Source: an optimization exercise on an open RTL-to-GDS flow (aim: small area). Production flows keep margins and buffers that such runs may drop. The RTL was checked by simulation tests, not by an equivalence proof against the original design. Power figures rest on the tool's default switching activity, not on a simulated workload.

==> flow/design.v <==
package hostBusPkg;
	localparam int busAddrWidth = 4;
	localparam int busDataWidth = 32;
	localparam logic [busAddrWidth-1:0] addrControl           = 4'd0;
	localparam logic [busAddrWidth-1:0] addrSetpoints         = 4'd1;
	localparam logic [busAddrWidth-1:0] addrEncoderLeft       = 4'd2;
	localparam logic [busAddrWidth-1:0] addrEncoderRight      = 4'd3;
	localparam logic [busAddrWidth-1:0] addrTicksSinceCommand = 4'd4;
	localparam logic [busAddrWidth-1:0] addrIdentity          = 4'd5;
	localparam logic [busDataWidth-1:0] identityWord = 32'hBA5EBA11;
	typedef struct packed
	{
		logic [busDataWidth-4:0] reserved;
		logic alarm;
		logic cameraOverride;
		logic motorOverride;
	} controlViewT;
	typedef struct packed
	{
		logic [7:0] camTilt;
		logic [7:0] camPan;
		logic [7:0] leftMotor;
		logic [7:0] rightMotor;
	} setpointViewT;
	typedef union packed
	{
		controlViewT control;
		setpointViewT setpoint;
	} commandWordT;
endpackage
package motionPkg;
	localparam int percentWidth = 8;
	localparam logic [percentWidth-1:0] percentMax    = 8'd200;
	localparam logic [percentWidth-1:0] percentCenter = 8'd100;
	localparam int unsigned pulseLowLimitUs = 1000;
	localparam int unsigned pulseStepUs = 5;
	localparam int unsigned frameLengthUs = 22000;
	localparam int widthTicksWidth = 32;
	localparam int encoderCountWidth = 32;
	localparam logic [encoderCountWidth-1:0] encoderStartCount = 32'h80000000;
endpackage
`timescale 1ns/1ps
import hostBusPkg::*;
import motionPkg::*;
module commandRegisters
(
	input  logic OSC_FPGA,
	input  logic reset_i,
	input  logic PSEL_i,
	input  logic PENABLE_i,
	input  logic PWRITE_i,
	input  logic [hostBusPkg::busAddrWidth-1:0] PADDR_i,
	input  logic [hostBusPkg::busDataWidth-1:0] PWDATA_i,
	input  logic [motionPkg::encoderCountWidth-1:0] encoderLeftCount_i,
	input  logic [motionPkg::encoderCountWidth-1:0] encoderRightCount_i,
	output logic [hostBusPkg::busDataWidth-1:0] PRDATA_o,
	output logic motorOverride_o,
	output logic cameraOverride_o,
	output logic alarm_o,
	output logic [motionPkg::percentWidth-1:0] leftMotorPercent_o,
	output logic [motionPkg::percentWidth-1:0] rightMotorPercent_o,
	output logic [motionPkg::percentWidth-1:0] camPanPercent_o,
	output logic [motionPkg::percentWidth-1:0] camTiltPercent_o
);
	hostBusPkg::commandWordT writeWord;
	hostBusPkg::commandWordT controlView;
	hostBusPkg::commandWordT setpointView;
	logic writeAccess;
	logic setpointWrite;
	logic [widthTicksWidth-1:0] ticksSinceCommand;
	assign writeWord = PWDATA_i;
	assign writeAccess = PSEL_i & PENABLE_i & PWRITE_i;
	assign setpointWrite = writeAccess && (PADDR_i == addrSetpoints);
	always_ff @(posedge OSC_FPGA)
	begin
		if (reset_i)
		begin
			motorOverride_o <= 1'b0;
			cameraOverride_o <= 1'b0;
			alarm_o <= 1'b0;
			leftMotorPercent_o <= percentCenter;
			rightMotorPercent_o <= percentCenter;
			camPanPercent_o <= percentCenter;
			camTiltPercent_o <= percentCenter;
		end
		else if (writeAccess)
		begin
			case (PADDR_i)
				addrControl:
				begin
					motorOverride_o <= writeWord.control.motorOverride;
					cameraOverride_o <= writeWord.control.cameraOverride;
					alarm_o <= writeWord.control.alarm;
				end
				addrSetpoints:
				begin
					leftMotorPercent_o <= writeWord.setpoint.leftMotor;
					rightMotorPercent_o <= writeWord.setpoint.rightMotor;
					camPanPercent_o <= writeWord.setpoint.camPan;
					camTiltPercent_o <= writeWord.setpoint.camTilt;
				end
				default: ;
			endcase
		end
	end
	always_ff @(posedge OSC_FPGA)
	begin
		if (reset_i || setpointWrite)
			ticksSinceCommand <= '0;
		else
			ticksSinceCommand <= ticksSinceCommand + 1'b1;
	end
	always_comb
	begin
		controlView = '0;
		controlView.control.motorOverride = motorOverride_o;
		controlView.control.cameraOverride = cameraOverride_o;
		controlView.control.alarm = alarm_o;
		setpointView.setpoint.leftMotor = leftMotorPercent_o;
		setpointView.setpoint.rightMotor = rightMotorPercent_o;
		setpointView.setpoint.camPan = camPanPercent_o;
		setpointView.setpoint.camTilt = camTiltPercent_o;
	end
	always_comb
	begin
		case (PADDR_i)
			addrControl: PRDATA_o = controlView;
			addrSetpoints: PRDATA_o = setpointView;
			addrEncoderLeft: PRDATA_o = encoderLeftCount_i;
			addrEncoderRight: PRDATA_o = encoderRightCount_i;
			addrTicksSinceCommand: PRDATA_o = ticksSinceCommand;
			addrIdentity: PRDATA_o = identityWord;
			default: PRDATA_o = '0;
		endcase
	end
endmodule
`timescale 1ns/1ps
import motionPkg::*;
module rcServoChannel
#(
	parameter int unsigned ticksPerMicrosecond = 50
)
(
	input  logic OSC_FPGA,
	input  logic reset_i,
	input  logic [motionPkg::percentWidth-1:0] percent_i,
	input  logic override_i,
	input  logic rcPassthrough_i,
	output logic ppm_o
);
	localparam logic [widthTicksWidth-1:0] lowLimitTicks =
		widthTicksWidth'(pulseLowLimitUs * ticksPerMicrosecond);
	localparam logic [widthTicksWidth-1:0] stepTicks =
		widthTicksWidth'(pulseStepUs * ticksPerMicrosecond);
	localparam logic [widthTicksWidth-1:0] frameTicks =
		widthTicksWidth'(frameLengthUs * ticksPerMicrosecond);
	localparam logic [widthTicksWidth-1:0] centerTicks =
		lowLimitTicks + stepTicks * widthTicksWidth'(percentCenter);
	logic [percentWidth-1:0] clampedPercent;
	logic [widthTicksWidth-1:0] targetWidth;
	logic [widthTicksWidth-1:0] activeWidth;
	logic [widthTicksWidth-1:0] frameCount;
	logic frameEnd;
	logic pulseGen;
	assign clampedPercent = (percent_i > percentMax) ? percentMax : percent_i;
	always_ff @(posedge OSC_FPGA)
	begin
		if (reset_i)
			targetWidth <= centerTicks;
		else
			targetWidth <= lowLimitTicks + stepTicks * widthTicksWidth'(clampedPercent);
	end
	assign frameEnd = (frameCount == frameTicks - 1'b1);
	always_ff @(posedge OSC_FPGA)
	begin
		if (reset_i)
		begin
			frameCount <= '0;
			activeWidth <= centerTicks;
		end
		else if (frameEnd)
		begin
			frameCount <= '0;
			activeWidth <= targetWidth;
		end
		else
			frameCount <= frameCount + 1'b1;
	end
	assign pulseGen = (frameCount < activeWidth);
	assign ppm_o = override_i ? pulseGen : rcPassthrough_i;
endmodule
`timescale 1ns/1ps
import motionPkg::*;
module quadratureCounter
(
	input  logic OSC_FPGA,
	input  logic reset_i,
	input  logic encoderA_i,
	input  logic encoderB_i,
	output logic [motionPkg::encoderCountWidth-1:0] count_o,
	output logic direction_o
);
	logic [1:0] aSync;
	logic [1:0] bSync;
	logic [1:0] currState;
	logic [1:0] prevState;
	logic stepValid;
	logic stepForward;
	assign currState = {aSync[1], bSync[1]};
	assign stepValid = ^(currState ^ prevState);
	assign stepForward = prevState[0] ^ currState[1];
	always_ff @(posedge OSC_FPGA)
	begin
		if (reset_i)
		begin
			aSync <= '0;
			bSync <= '0;
			prevState <= '0;
			count_o <= encoderStartCount;
			direction_o <= 1'b0;
		end
		else
		begin
			aSync <= {aSync[0], encoderA_i};
			bSync <= {bSync[0], encoderB_i};
			prevState <= currState;
			if (stepValid)
			begin
				count_o <= stepForward ? count_o + 1'b1 : count_o - 1'b1;
				direction_o <= stepForward;
			end
		end
	end
endmodule
`timescale 1ns/1ps
import motionPkg::*;
module robotIoController
#(
	parameter int unsigned ticksPerMicrosecond = 50
)
(
	input  logic OSC_FPGA,
	input  logic reset_i,
	input  logic PSEL_i,
	input  logic PENABLE_i,
	input  logic PWRITE_i,
	input  logic [hostBusPkg::busAddrWidth-1:0] PADDR_i,
	input  logic [hostBusPkg::busDataWidth-1:0] PWDATA_i,
	output logic [hostBusPkg::busDataWidth-1:0] PRDATA_o,
	input  logic rcLeftMotor_i,
	input  logic rcRightMotor_i,
	input  logic rcCamPan_i,
	input  logic rcCamTilt_i,
	input  logic encoderLeftA_i,
	input  logic encoderLeftB_i,
	input  logic encoderRightA_i,
	input  logic encoderRightB_i,
	output logic motorLeftPpm_o,
	output logic motorRightPpm_o,
	output logic camPanPpm_o,
	output logic camTiltPpm_o,
	output logic alarm_o
);
	logic motorOverride;
	logic cameraOverride;
	logic [percentWidth-1:0] leftMotorPercent;
	logic [percentWidth-1:0] rightMotorPercent;
	logic [percentWidth-1:0] camPanPercent;
	logic [percentWidth-1:0] camTiltPercent;
	logic [encoderCountWidth-1:0] encoderLeftCount;
	logic [encoderCountWidth-1:0] encoderRightCount;
	commandRegisters commandRegs
	(
		.OSC_FPGA(OSC_FPGA),
		.reset_i(reset_i),
		.PSEL_i(PSEL_i),
		.PENABLE_i(PENABLE_i),
		.PWRITE_i(PWRITE_i),
		.PADDR_i(PADDR_i),
		.PWDATA_i(PWDATA_i),
		.encoderLeftCount_i(encoderLeftCount),
		.encoderRightCount_i(encoderRightCount),
		.PRDATA_o(PRDATA_o),
		.motorOverride_o(motorOverride),
		.cameraOverride_o(cameraOverride),
		.alarm_o(alarm_o),
		.leftMotorPercent_o(leftMotorPercent),
		.rightMotorPercent_o(rightMotorPercent),
		.camPanPercent_o(camPanPercent),
		.camTiltPercent_o(camTiltPercent)
	);
	rcServoChannel #(.ticksPerMicrosecond(ticksPerMicrosecond)) leftMotorChannel
	(
		.OSC_FPGA(OSC_FPGA),
		.reset_i(reset_i),
		.percent_i(leftMotorPercent),
		.override_i(motorOverride),
		.rcPassthrough_i(rcLeftMotor_i),
		.ppm_o(motorLeftPpm_o)
	);
	rcServoChannel #(.ticksPerMicrosecond(ticksPerMicrosecond)) rightMotorChannel
	(
		.OSC_FPGA(OSC_FPGA),
		.reset_i(reset_i),
		.percent_i(rightMotorPercent),
		.override_i(motorOverride),
		.rcPassthrough_i(rcRightMotor_i),
		.ppm_o(motorRightPpm_o)
	);
	rcServoChannel #(.ticksPerMicrosecond(ticksPerMicrosecond)) camPanChannel
	(
		.OSC_FPGA(OSC_FPGA),
		.reset_i(reset_i),
		.percent_i(camPanPercent),
		.override_i(cameraOverride),
		.rcPassthrough_i(rcCamPan_i),
		.ppm_o(camPanPpm_o)
	);
	rcServoChannel #(.ticksPerMicrosecond(ticksPerMicrosecond)) camTiltChannel
	(
		.OSC_FPGA(OSC_FPGA),
		.reset_i(reset_i),
		.percent_i(camTiltPercent),
		.override_i(cameraOverride),
		.rcPassthrough_i(rcCamTilt_i),
		.ppm_o(camTiltPpm_o)
	);
	quadratureCounter leftEncoder
	(
		.OSC_FPGA(OSC_FPGA),
		.reset_i(reset_i),
		.encoderA_i(encoderLeftA_i),
		.encoderB_i(encoderLeftB_i),
		.count_o(encoderLeftCount),
		.direction_o()
	);
	quadratureCounter rightEncoder
	(
		.OSC_FPGA(OSC_FPGA),
		.reset_i(reset_i),
		.encoderA_i(encoderRightA_i),
		.encoderB_i(encoderRightB_i),
		.count_o(encoderRightCount),
		.direction_o()
	);
endmodule
==> flow/run.sh <==
#!/bin/bash
# synth_recipe.tcl (not shown) runs the flow's synth.tcl, then flattens the netlist and writes it again
# the make line also repeats each setting of config.mk as NAME=value (left out here)
make -C /OpenROAD-flow-scripts/flow DESIGN_CONFIG=/design/flow/config.mk WORK_HOME=/design/flow/orfs CLKGATE_MAP_FILE= SYNTH_SCRIPT=/design/flow/synth_recipe.tcl finish
==> flow/config.mk <==
export PLATFORM = sky130hd
export DESIGN_NAME = robotIoController
export DESIGN_NICKNAME = robotIoController
export VERILOG_FILES = /design/flow/design.v
export SDC_FILE = /design/flow/constraint.sdc
export NUM_CORES = 4
export LEC_CHECK = 0
export CAP_MARGIN = 20
export CORE_MARGIN = 2
export CORE_UTILIZATION = 40
export SLEW_MARGIN = 20
==> flow/constraint.sdc <==
create_clock -name core_clock -period 10.0 [get_ports {OSC_FPGA}]
set_input_delay 2.0000 -clock core_clock [delete_from_list [all_inputs] [get_ports {OSC_FPGA}]]
set_output_delay 2.0000 -clock core_clock [all_outputs]
set_load 0.01 [all_outputs]
==> impl_metrics.yaml <==
timing:
  slew_violations: 0
  fmax_mhz: 140.7
  final_hold_viol_count: 0
  setup_viol: 0
  min_period_ps: 7109
  fin_skew_ps: 23.61
  slew_headroom: 0.3265
  fin_crit_sh: 0.7109
  setup_tns_ps: 0
  tightest_slew_ps: 1007
  rsz0062_at_grt: "no"
floorplanning:
  initial_utilization: 0.4040
  ioPinCount: 86
  die_width_um: 261.7
  die_y_um: 261.7
  rows: 94
  die-area_mm2: 0.06848
  core_area_mm2: 0.06575
synth:
  synthSimpleGateAreaFrac: 0.2045
  synth_cell_type_count: 88
  synth_top_family_by_area: "simple AND/OR/NAND/NOR gates"
  synth_mux_area_frac: 0.01734
  synth_area_leaders: "dfxtp_1 30%, ha_1 13%, fa_1 6.0%"
  async_reset_ff_frac: 0
  syn_nets: 3594
  syn_avg_cell_area_um2: 8.321
  syn_inst: 3192
  synth_enable_flop_cells: 0
  yosysTopAreaCellShare: 0.3007
  synth_fa_ha_area_frac: 0.1886
  synth.cell_area_mm2: 0.02656
  synth-compound-area-share: 0.1457
  ys_seq_area_frac: 0.3007
  synth_top_cell_by_area: "dfxtp_1"
  synth_top_flop_cell: "dfxtp_1"
  synth_warnings: 3
  ys_ff_latch: 399
  synth-xor-area-share: 0.08870
critical_path:
  end_kind: "output port"
  cp_max_fo: 23
  slowest_stage: "clkdlybuf4s50_1"
  path_cells: "clkdlybuf4s50_1 -> nor4bb_4 -> buf_4 -> a222oi_1 -> nand2_1 -> clkdlybuf4s50_1"
  critPathKind: "input port to output port"
  worstPathArrival_ps: 5110
  crit_family: "buffers and inverters"
  crit_required_ps: 8000
  cp_common_cell: "clkdlybuf4s50_1"
  cp_num_buf_inv: 3
  start_kind: "input port"
  crit_path_max_incr_delay_ps: 1000
placement:
  dpl-instance-area_mm2: 0.02814
  dpl.hpwl_um: 48020
  place.gp.congestion: 0.9370
  io_buffers: 85
  place_inst: 4029
detailed_routing:
  firstDrtPassIters: 7
  vias: 21517
  drt_wl_total_um: 64210
  vias_per_cell: 5.225
  ant_nets: 0
  wl_per_cell_um: 15.59
  drc: 0
  initialDrtViolationCount: 1268
clock_network:
  ctsHoldBuffers: 0
  clockBufferDepth: 3
  numCtsBuffers: 48
  htree_levels: 2
  clock-root-buffer: "clkbuf_16"
  path_clk_slew_ps: 60
  cts_resized: 0
  cts_tree: "yes"
  post_cts_buffers: 0
  clock_latency_ps: 590
  cts.sinks: 399
final_layout:
  fin_area_mm2: 0.02982
  final_common_cell: "dfxtp_1"
  nets: 3618
  fin_cells: 4118
  final_cell_mix: "399 x dfxtp_1, 354 x nand2_1, 350 x nor2_1"
  drive_gt1_frac: 0.04702
  area_growth_syn_to_layout_pct: 12.26
  n_antenna_cell: 0
power:
  vdd_drop_max_mv: 0.1313
  p_int_mw: 3.406
  power_density_mw_per_mm2: 168.6
  switching_share: 0.3226
  clkPwrFrac: 0.358
  pwr-share-seq: 0.358
  p_comb_frac: 0.284
  p_sw_mw: 1.622
  p_leak_nw: 12.66
global_routing:
  grt_first_pass_wirelength_um: 105000
  grt_max_degree: 76
  track_usage: 0.1880
  grt_pass1_vias: 20114
  antenna_found_initial: 5
  overflow: 0
run_status:
  status: "timing/DRC/antenna clean"
hold_path:
  hold_class: "register to register"
job:
  max_cap_viol_count: 0
==> power by group through the flow <==
stage / clock [mW] / combinational [mW] / sequential (mW)
2_1_floorplan: 0 / 1.15 / 1.77
3_3_place_gp: 0 / 1.41 / 1.84
3_5_place_dp: 0 / 1.41 / 1.83
4_1_cts: 1.86 / 1.42 / 1.80
5_1_grt: 1.92 / 1.61 / 1.81
6_report: 1.80 / 1.43 / 1.80
==> worst reg2reg max path: stages (launching register included) <==
cell,delay [ps]
dfxtp_1,660
nand2_1,190
or2_0,340
nand2b_1,300
inv_1,110
fa_1,580
fa_1,440
fa_1,490
fa_1,510
inv_1,40
ha_1,330
o21a_1,120
o31a_1,120
o31a_1,260
o21ai_0,240
nand2_1,150
o311ai_2,390
a41oi_1,110
xor2_1,160
nor2_1,50
==> sequential cells by signal (all words and copies together), names as in the netlist, 8 cells and up <==
signal	flops
camTiltChannel.frameCount	32
commandRegs.rightMotorPercent_o	8
rightMotorChannel.frameCount	32
rightMotorChannel.activeWidth	16
commandRegs.leftMotorPercent_o	8
camTiltChannel.activeWidth	16
leftEncoder.count_o	32
commandRegs.ticksSinceCommand	32
camPanChannel.activeWidth	16
commandRegs.camTiltPercent_o	8
rightMotorChannel.targetWidth	16
rightEncoder.count_o	32
leftMotorChannel.activeWidth	16
leftMotorChannel.targetWidth	16
camTiltChannel.targetWidth	16
camPanChannel.targetWidth	16
leftMotorChannel.frameCount	32
commandRegs.camPanPercent_o	8
camPanChannel.frameCount	32
==> stage by stage <==
step | setup WS (ps) | power [mW] | utilization | hold slack [ps]
detailed placement | 2946 | 3.242 | 0.4280 | 426.5
global route | 2749 | 5.334 | 0.4535 | 459.3
CTS | 2937 | 5.075 | 0.4530 | 446.3
finish | 2891 | 5.028 | 0.4535 | 440.4
global placement | 2919 | 3.249 | 0.4280 | 419.6
floorplan | 4430 | 2.914 | - | 413.0
==> worst paths after layout <==
check | startpoint | end | slack [ps] | depth (start not counted)
hold reg to reg | rightEncoder.aSync[0]$_SDFF_PP0_ | rightEncoder.aSync[1]$_SDFF_PP0_ | 440 | 1
setup reg to reg | commandRegs.camPanPercent_o[6]$_SDFFE_PP1P_ | camPanChannel.targetWidth[15]$_SDFF_PP0_ | 4260 | 19
hold / removal | rightEncoder.aSync[0]$_SDFF_PP0_ | rightEncoder.aSync[1]$_SDFF_PP0_ | 440 | 1
setup / recovery | PADDR_i[0] | PRDATA_o[6] | 2890 | 6
==> cell usage after synthesis, drive strengths merged, types with 51 or more instances <==
cell,number
nand2,357
nand4,52
clkbuf,112
xor2,128
fa,79
dfxtp,399
inv,236
o21ai,128
a21o,51
nor2,352
xnor2,141
nand3,94
a21oi,197
ha,274
nor3,53
==> cell type report <==
type	instances	area, um2
Fill cell	6480	35930
Timing Repair Buffer	108	1045
Clock buffer	63	1369
Multi-Input combinational cell	2422	17170
Sequential cell	399	7988
Tap cell	864	1081
Clock inverter	25	270.3
Inverter	237	890.9
==> logic make-up after synthesis <==
family / Yosys count
simple gates: 1156
compound gates: 598
flops: 399
buf+inv: 371
fa+ha+maj: 353
xor+xnor: 269
mux: 46
==> metal layers <==
metal,vias up,GRT usage,share of wire
met5,-,0,0.00042
met4,4,0.04940,0.023
met3,98,0.03019,0.058
met2,436,0.2966,0.43
met1,9960,0.2663,0.48
li1,11019,-,-

## port drivers added, routing unchanged
In the flow no input, the clock included, has a driving cell. The finished layout below was timed again as built, in two steps. Step 1 sets driving cells, clkbuf_16 on the clock port and buf_2 on the other inputs (assumed; they add their load-dependent delay and slew). Step 2 times the ports against the registers' clock, not the clock port: input delays grow and output delays shrink by t, the midpoint of the rising clock arrivals with the driver on. Slacks: ideal ports / drivers / drivers and shift; pairs: ideal ports / drivers.
t (ns): 0.631
slack for setup (ns): 2.891 / 2.866 / 2.866
worst register clock-pin slew, ns: 0.06 / 0.06
worst slew at a driven data input, ns: 0.11
cell pins on the clock port's net: 1
After both steps setup and hold are still met in this run. For this run, drivers alone change the setup slack by -0.025 ns; drivers and shift together by -0.025 ns.
